This is an optimization exercise on Yosys and OpenROAD, whose aim is small area, a short achievable clock period and few clock cycles per item, not a production implementation.
Only simulation tests tie the RTL to the original design; equivalence was not proved.

== v48 ==
// fmul_pipe
module fmul_pipe (
    input  logic        clk,
    input  logic        rst,
    input  logic        in_valid,
    output logic        in_ready,
    input  logic [31:0] in_a,
    input  logic [31:0] in_b,
    input  logic [1:0]  in_rm,
    input  logic [3:0]  in_tag,
    output logic        out_valid,
    input  logic        out_ready,
    output logic [31:0] out_res,
    output logic [4:0]  out_flags,
    output logic [3:0]  out_tag
);
    logic v0_q, v1_q, ov_q, sv_q, rdy_q;
    logic en, out_free;
    assign en       = ~sv_q;
    assign out_free = ~ov_q | out_ready;
    assign in_ready = rdy_q;
    logic [31:0] a0_q, b0_q;
    logic [1:0]  rm0_q;
    logic [3:0]  tag0_q;
    always_ff @(posedge clk) begin
        if (en) begin
            a0_q   <= in_a;
            b0_q   <= in_b;
            rm0_q  <= in_rm;
            tag0_q <= in_tag;
        end
    end
    function automatic logic [4:0] lzc24(input logic [23:0] v);
        logic [31:0] w;
        logic [15:0] v1;
        logic [15:0] c1;
        logic [7:0]  v2;
        logic [15:0] c2;
        logic [3:0]  v3;
  ...
For scale: ~120 I/O pins, about 0.025 mm2 of cells after synthesis.
export LEC_CHECK = 0
export ABC_AREA = 1
export CAP_MARGIN = 20
export CORE_MARGIN = 2
export CORE_UTILIZATION = 68
export PLACE_DENSITY = 0.9
export SLEW_MARGIN = 20
create_clock -name core_clock -period 36.0 [get_ports {clk}]
standard.sh (not shown) runs the stock make flow with config.mk's settings and CLKGATE_MAP_FILE= SYNTH_SCRIPT=/design/flow/synth_recipe.tcl, a recipe that flattens the netlist after the stock synthesis.
==> flow/flow/run.sh <==
#!/bin/bash
# Own layout flow: the standard ORFS flow (standard.sh, unchanged synthesis), with
#  - after synthesis, flow/polarity.py moves inverters off full-adder inputs where that
#    removes inverters (a full adder is self-dual; an XOR and an XNOR swap freely);
#    registers are not touched;
#  - the ports buffered by plain buffers instead of ORFS's default pick, a delay buffer:
#    buf_2, and then buf_1 on the inputs (flow/inbuf.tcl);
#  - clock tree synthesis without dummy loads;
set -euo pipefail
cd "$(dirname "$0")/.."
MARGIN=$(cat flow/margin.txt)
export BUFFER_PORTS_ARGS="-buffer_cell sky130_fd_sc_hd__buf_2"
export PRE_RESIZE_TCL="$PWD/flow/inbuf.tcl"
export SETUP_SLACK_MARGIN=$MARGIN
# Clock tree: larger sink clusters than the default, without dummy loads.
export CTS_ARGS="-sink_clustering_enable -sink_clustering_size 25 -sink_clustering_max_diameter 150 -repair_clock_nets -dont_use_dummy_load"
RES="$PWD/orfs/results/sky130hd/fmul_pipe/base"
bash standard.sh "$RES/1_2_yosys.v" > flow_synth.log 2>&1
cp "$RES/1_2_yosys.v" 1_2_yosys.orig.v
python3 flow/polarity.py 1_2_yosys.orig.v "$RES/1_2_yosys.v" > flow_polarity.log 2>&1
bash standard.sh SETUP_SLACK_MARGIN=$MARGIN finish > flow_make.log 2>&1
==> flow/flow/margin.txt <==
27.75
Other scripts of this flow, unchanged in this note and not shown: flow/flow/inbuf.tcl, flow/flow/polarity.py
v48 completed every stage of the flow, and the final layout passed the timing, design-rule and antenna checks.
Testbench counts of v48, summed over its fixed seeds: cycles 32,024, items 32,000.
## Diff of input files: v42 against v48
- removing PLACE_DENSITY (formerly 0.9)
- changing CORE_UTILIZATION from 68 to 65
--- outcome ---
- v42: done, clean on timing, DRC and antenna
- v42 and v48 ended up with nearly the same fmax.
- Number of buffer and inverter instances along the worst setup path: v48 vs v42 identical
The inputs of v24 differ from those of v42 as listed below.
- CORE_UTILIZATION now 68, was 65
==> flow/flow/margin.txt <==
27.72
--- outcome ---
- Going from v42 to v24, initial standard-cell utilization of the core grows by 3.5 points.
- Across both runs, count of inserted tapcells was lower for v24 than for v42.
- Comparing v24 with v42, the area of the multi-input gates came out essentially unchanged.
- Diff v42 -> v24: met1 wire length now sits lower, half-perimeter wire length of the detailed placement result went down about 0.7%, routed via count went up, layout filler cell count saw a decrease.
- The core of v24 is more densely filled than that of v42.
- The non-filler instance count after layout of v24 is lower than that of v42.

==> what the ideal ports hide <==
In the flow no input, the clock included, has a driving cell. The finished layouts below were timed again as built, in two steps. Step 1: set_driving_cell puts a clkbuf_16 on clk and a buf_2 on each other input, an assumption about the parent block. Step 2 also shifts input and output timing later by t, the mid clock arrival at the registers, as if the neighbouring blocks saw the same clock. a / b / c = ideal / step 1 / step 2; a / b = the first two.
| run | shift t [ns] | slack for setup (ns) | worst register clock-pin slew, ns | pins driven straight from the clock port |
|---|---|---|---|---|
| v48 | 0.512 | 27.731 / 27.684 / 27.618 | 0.11 / 0.11 | 1 |
| v42 | 0.540 | 27.719 / 27.658 / 27.640 | 0.10 / 0.10 | 1 |
| v24 | 0.536 | 27.740 / 27.680 / 27.586 | 0.11 / 0.11 | 1 |
After both steps every run listed still meets setup and hold. For v24, which loses most, drivers alone change the setup slack by -0.060 ns; drivers and shift together by -0.154 ns.
